This is an optimization exercise on Yosys and OpenROAD, whose aim is small area, not a production implementation.
Only simulation tests tie the RTL to the original design; equivalence was not proved.
Power is estimated from default activity; no workload was simulated.

==> job 8009 <==
==> flow/design.v <==
`default_nettype none
module reg_bank_wb #(
    parameter logic [31:0] SP_INIT = 32'd227,
    parameter logic [31:0] RA_INIT = 32'd0,
    parameter int          BYPASS  = 1
) (
    input  logic        clk,
    input  logic        reset,
    input  logic        reg_write,
    input  logic [31:0] write_reg,
    input  logic [31:0] write_data,
    input  logic [4:0]  read_reg1,
    input  logic [4:0]  read_reg2,
    output logic [31:0] read_data1,
    output logic [31:0] read_data2,
    output logic        addr_err,
    output logic [4:0]  last_wr_idx
);
    localparam bit c_bypass = (BYPASS != 0);
    logic        w_wr_legal;
    logic        w_wr_illegal;
    logic [4:0]  w_wr_idx;
    logic [31:0] w_regs [32];
    logic        r_addr_err;
    logic [4:0]  r_last_wr_idx;
    assign w_wr_idx     = write_reg[4:0];
    assign w_wr_legal   = reg_write && (write_reg[31:5] == 27'd0) && (w_wr_idx != 5'd0);
    assign w_wr_illegal = reg_write && (write_reg[31:5] != 27'd0);
    assign w_regs[0] = 32'd0;
    for (genvar i = 1; i < 32; i++) begin : g_regs
        localparam logic [31:0] c_rst_val = (i == 29) ? SP_INIT :
                                            (i == 31) ? RA_INIT : 32'd0;
        logic [31:0] r_q;
        always_ff @(posedge clk) begin
            if (reset) begin
                r_q <= c_rst_val;
            end else if (w_wr_legal && (w_wr_idx == 5'(i))) begin
                r_q <= write_data;
            end
        end
        assign w_regs[i] = r_q;
    end
    always_ff @(posedge clk) begin
        if (reset) begin
            r_addr_err    <= 1'b0;
            r_last_wr_idx <= 5'd0;
        end else begin
            if (w_wr_illegal) begin
                r_addr_err <= 1'b1;
            end
            if (w_wr_legal) begin
                r_last_wr_idx <= w_wr_idx;
            end
        end
    end
    always_comb begin
        read_data1 = w_regs[read_reg1];
        read_data2 = w_regs[read_reg2];
        if (c_bypass && w_wr_legal && (w_wr_idx == read_reg1)) begin
            read_data1 = write_data;
        end
        if (c_bypass && w_wr_legal && (w_wr_idx == read_reg2)) begin
            read_data2 = write_data;
        end
    end
    assign addr_err    = r_addr_err;
    assign last_wr_idx = r_last_wr_idx;
endmodule
`default_nettype wire
==> flow/run.sh <==
#!/bin/bash
# synth_recipe.tcl (not shown) runs the flow's synth.tcl, then flattens the netlist and writes it again
# the make line also repeats each setting of config.mk as NAME=value (left out here)
make -C /OpenROAD-flow-scripts/flow DESIGN_CONFIG=/design/flow/config.mk WORK_HOME=/design/flow/orfs CLKGATE_MAP_FILE= SYNTH_SCRIPT=/design/flow/synth_recipe.tcl finish
==> flow/config.mk <==
export PLATFORM = sky130hd
export DESIGN_NAME = reg_bank_wb
export DESIGN_NICKNAME = reg_bank_wb
export VERILOG_FILES = /design/flow/design.v
export SDC_FILE = /design/flow/constraint.sdc
export NUM_CORES = 4
export LEC_CHECK = 0
export CAP_MARGIN = 20
export CORE_MARGIN = 2
export CORE_UTILIZATION = 40
export SETUP_SLACK_MARGIN = 0.3
export SLEW_MARGIN = 20
==> flow/constraint.sdc <==
create_clock -name core_clock -period 6.0 [get_ports {clk}]
set_input_delay 1.2000 -clock core_clock [delete_from_list [all_inputs] [get_ports {clk}]]
set_output_delay 1.2000 -clock core_clock [all_outputs]
set_load 0.01 [all_outputs]
==> inputs of job 3861, as changes to job 8009 <==
==> flow/design.v (replaced) <==
`default_nettype none
module rf_ld_word #(
    parameter int W = 32
) (
    input  wire         en,
    input  wire         en_n,
    input  wire [W-1:0] d,
    input  wire [W-1:0] q,
    output wire [W-1:0] y
);
    assign y = ({W{en}} & d) | ({W{en_n}} & q);
endmodule
module rf_sel3_n #(
    parameter int W = 32
) (
    input  wire         s0,
    input  wire         s1,
    input  wire         s2,
    input  wire [W-1:0] d0,
    input  wire [W-1:0] d1,
    input  wire [W-1:0] d2,
    output wire [W-1:0] y_n
);
    assign y_n = ~(({W{s0}} & d0) | ({W{s1}} & d1) | ({W{s2}} & d2));
endmodule
module rf_sel2_n #(
    parameter int W = 32
) (
    input  wire         s0,
    input  wire         s1,
    input  wire [W-1:0] d0,
    input  wire [W-1:0] d1,
    output wire [W-1:0] y_n
);
    assign y_n = ~(({W{s0}} & d0) | ({W{s1}} & d1));
endmodule
module rf_rd_port (
    input  wire [31:0]     sel,
    input  wire [32*32-1:0] src,
    output wire [31:0]     data
);
    wire [31:0] w_grp_n [11];
    for (genvar g = 0; g < 10; g++) begin : g_sel3
        rf_sel3_n #(.W(32)) u_sel (
            .s0 (sel[3*g]),
            .s1 (sel[3*g+1]),
            .s2 (sel[3*g+2]),
            .d0 (src[32*(3*g)   +: 32]),
            .d1 (src[32*(3*g+1) +: 32]),
            .d2 (src[32*(3*g+2) +: 32]),
            .y_n(w_grp_n[g])
        );
    end
    rf_sel2_n #(.W(32)) u_sel_last (
        .s0 (sel[30]),
        .s1 (sel[31]),
        .d0 (src[32*30 +: 32]),
        .d1 (src[32*31 +: 32]),
        .y_n(w_grp_n[10])
    );
    assign data = ~(w_grp_n[0] & w_grp_n[1] & w_grp_n[2] & w_grp_n[3] &
                    w_grp_n[4] & w_grp_n[5] & w_grp_n[6] & w_grp_n[7] &
                    w_grp_n[8] & w_grp_n[9] & w_grp_n[10]);
endmodule
module reg_bank_wb #(
    parameter logic [31:0] SP_INIT = 32'd227,
    parameter logic [31:0] RA_INIT = 32'd0,
    parameter int          BYPASS  = 1
) (
    input  logic        clk,
    input  logic        reset,
    input  logic        reg_write,
    input  logic [31:0] write_reg,
    input  logic [31:0] write_data,
    input  logic [4:0]  read_reg1,
    input  logic [4:0]  read_reg2,
    output logic [31:0] read_data1,
    output logic [31:0] read_data2,
    output logic        addr_err,
    output logic [4:0]  last_wr_idx
);
    localparam bit c_bypass = (BYPASS != 0);
    logic          w_hi_zero;
    logic          w_wr_legal;
    logic          w_wr_illegal;
    logic [4:0]    w_wr_idx;
    logic [32*32-1:0] w_src;
    logic          r_addr_err;
    logic [4:0]    r_last_wr_idx;
    assign w_wr_idx     = write_reg[4:0];
    assign w_hi_zero    = (write_reg[31:5] == 27'd0);
    assign w_wr_legal   = reg_write && w_hi_zero && (w_wr_idx != 5'd0);
    assign w_wr_illegal = reg_write && !w_hi_zero;
    for (genvar i = 1; i < 32; i++) begin : g_regs
        localparam logic [31:0] c_rst_val = (i == 29) ? SP_INIT :
                                            (i == 31) ? RA_INIT : 32'd0;
        logic        w_load;
        logic [31:0] w_din;
        logic [31:0] w_next;
        logic [31:0] r_q;
        assign w_load = reset || (w_wr_legal && (w_wr_idx == 5'(i)));
        assign w_din  = reset ? c_rst_val : write_data;
        rf_ld_word #(.W(32)) u_ld (
            .en  (w_load),
            .en_n(!w_load),
            .d   (w_din),
            .q   (r_q),
            .y   (w_next)
        );
        always_ff @(posedge clk) begin
            r_q <= w_next;
        end
        assign w_src[32*i +: 32] = r_q;
    end
    always_ff @(posedge clk) begin
        if (reset) begin
            r_addr_err    <= 1'b0;
            r_last_wr_idx <= 5'd0;
        end else begin
            if (w_wr_illegal) begin
                r_addr_err <= 1'b1;
            end
            if (w_wr_legal) begin
                r_last_wr_idx <= w_wr_idx;
            end
        end
    end
    logic        w_fwd1, w_fwd2;
    logic [31:0] w_sel1, w_sel2;
    assign w_fwd1 = c_bypass && w_wr_legal && (w_wr_idx == read_reg1);
    assign w_fwd2 = c_bypass && w_wr_legal && (w_wr_idx == read_reg2);
    assign w_src[31:0] = write_data;
    always_comb begin
        w_sel1[0] = w_fwd1;
        w_sel2[0] = w_fwd2;
        for (int i = 1; i < 32; i++) begin
            w_sel1[i] = (read_reg1 == 5'(i)) && !w_fwd1;
            w_sel2[i] = (read_reg2 == 5'(i)) && !w_fwd2;
        end
    end
    rf_rd_port u_rd1 (.sel(w_sel1), .src(w_src), .data(read_data1));
    rf_rd_port u_rd2 (.sel(w_sel2), .src(w_src), .data(read_data2));
    assign addr_err    = r_addr_err;
    assign last_wr_idx = r_last_wr_idx;
endmodule
`default_nettype wire
==> flow/flow/run.sh (new file) <==
#!/bin/bash
# Own flow: the standard layout (standard.sh, unchanged synthesis) with a few
# extra ORFS settings from flow/extra.mk appended to config.mk.
set -euo pipefail
cat flow/extra.mk >> config.mk
bash standard.sh > flow_make.log 2>&1
==> flow/flow/extra.mk (new file) <==
# Extra ORFS settings appended to the standard flow's config.mk by run.sh.
# Port buffers: the smallest buffer instead of the default delay cell.
export BUFFER_PORTS_ARGS = -buffer_cell sky130_fd_sc_hd__buf_1
# Clock tree: small clock buffers, no dummy loads.
export CTS_ARGS = -sink_clustering_enable -repair_clock_nets -dont_use_dummy_load -buf_list {sky130_fd_sc_hd__clkbuf_4 sky130_fd_sc_hd__clkbuf_8}
==> flow/standard.sh (new file) <==
#!/bin/bash
# synth_recipe.tcl (not shown) runs the flow's synth.tcl, then flattens the netlist and writes it again
# the make line also repeats each setting of config.mk as NAME=value (left out here)
make -C /OpenROAD-flow-scripts/flow DESIGN_CONFIG=/design/flow/config.mk WORK_HOME=/design/flow/orfs CLKGATE_MAP_FILE= SYNTH_SCRIPT=/design/flow/synth_recipe.tcl "${@:-finish}"
Settings changed: BUFFER_PORTS_ARGS set to -buffer_cell sky130_fd_sc_hd__buf_1, CORE_UTILIZATION 40 to 60, CTS_ARGS set to -sink_clustering_enable -repair_clock_nets -dont_use_dummy_load -buf_list {sky130_fd_sc_hd__clkbuf_4 sky130_fd_sc_hd__clkbuf_8}, SETUP_SLACK_MARGIN 0.3 to 0.1, SYNTH_HIERARCHICAL set to 1, SYNTH_MINIMUM_KEEP_SIZE set to 0.
removed: flow/run.sh
==> notes.md <==
- Worst hold slack: job 8009 is higher than job 3861 (0.034 ns).
- Die area: job 8009 is larger than job 3861 (about 70%).
- Against job 8009, the sequential power of job 3861 is higher by 15%.
- Of job 3861 and job 8009, job 3861 has the higher combinational power (gap 87%, measured against job 8009).
- In job 8009 the clock-buffer cell count is lower than in job 3861, by 12.
- Against job 3861, the clock power of job 8009 is larger by 57%.
- In job 3861 the non-clock buffer count is lower than in job 8009, by 170.
==> figures <==
metric	job 8009	job 3861
Syn Area/Cell	8.98 µm²	11.7 µm²
Count of cell instances traversed by the critical path	11	12
Final core occ	48.3%	65.4%
Worst reg2reg path startpoint	g_regs[29].r_q[7]$_SDFFE_PP1P_	g_regs[12].r_q[30]$_DFF_P_
Depth of the most critical reg-to-reg path	2	1
Routed met1 length	105 mm	64.7 mm
Worst setup path start	read_reg1[2]	write_reg[7]
GR Util met1	55.4%	59.9%
Cell Area, Placed	55,300 µm²	44,000 µm²
Number of global-route vias before repair	46,200	40,800
Via count of the routed design	50,800	42,200
Fraction of final layout cells with drive strength greater than 1	13.3%	17.1%
Layout filler cell count	11,900	5,546
Antenna violations before repair	21	12
H-tree depth reported by CTS	3	4
Outcome	finished clean	finished clean

==> afterwards: timing with drivers on the ports <==
The results above use ideal ports. As a check the final layouts listed here were re-extracted and re-timed, cells and wires unchanged. Step 1 sets driving cells, clkbuf_16 on the clock port and buf_2 on the other inputs (assumed; they add their load-dependent delay and slew). Step 2 times the ports against the registers' clock, not the clock port: input delays grow and output delays shrink by t, the midpoint of the rising clock arrivals with the driver on. Slacks: ideal ports / drivers / drivers and shift; pairs: ideal ports / drivers.
run | t, ns | slack for setup (ns) | hold WS [ns] | worst data-port slew with drivers (ns)
job 8009 | 0.793 | 0.222 / 0.178 / 0.178 | 0.497 / 0.497 / 0.497 | 0.14
job 3861 | 0.867 | 0.074 / 0.048 / 0.048 | 0.463 / 0.463 / 0.463 | 0.13
After both steps every run listed still meets setup and hold. The setup slack of job 8009, which loses most, moves by -0.044 ns with the drivers and by -0.044 ns with both steps.
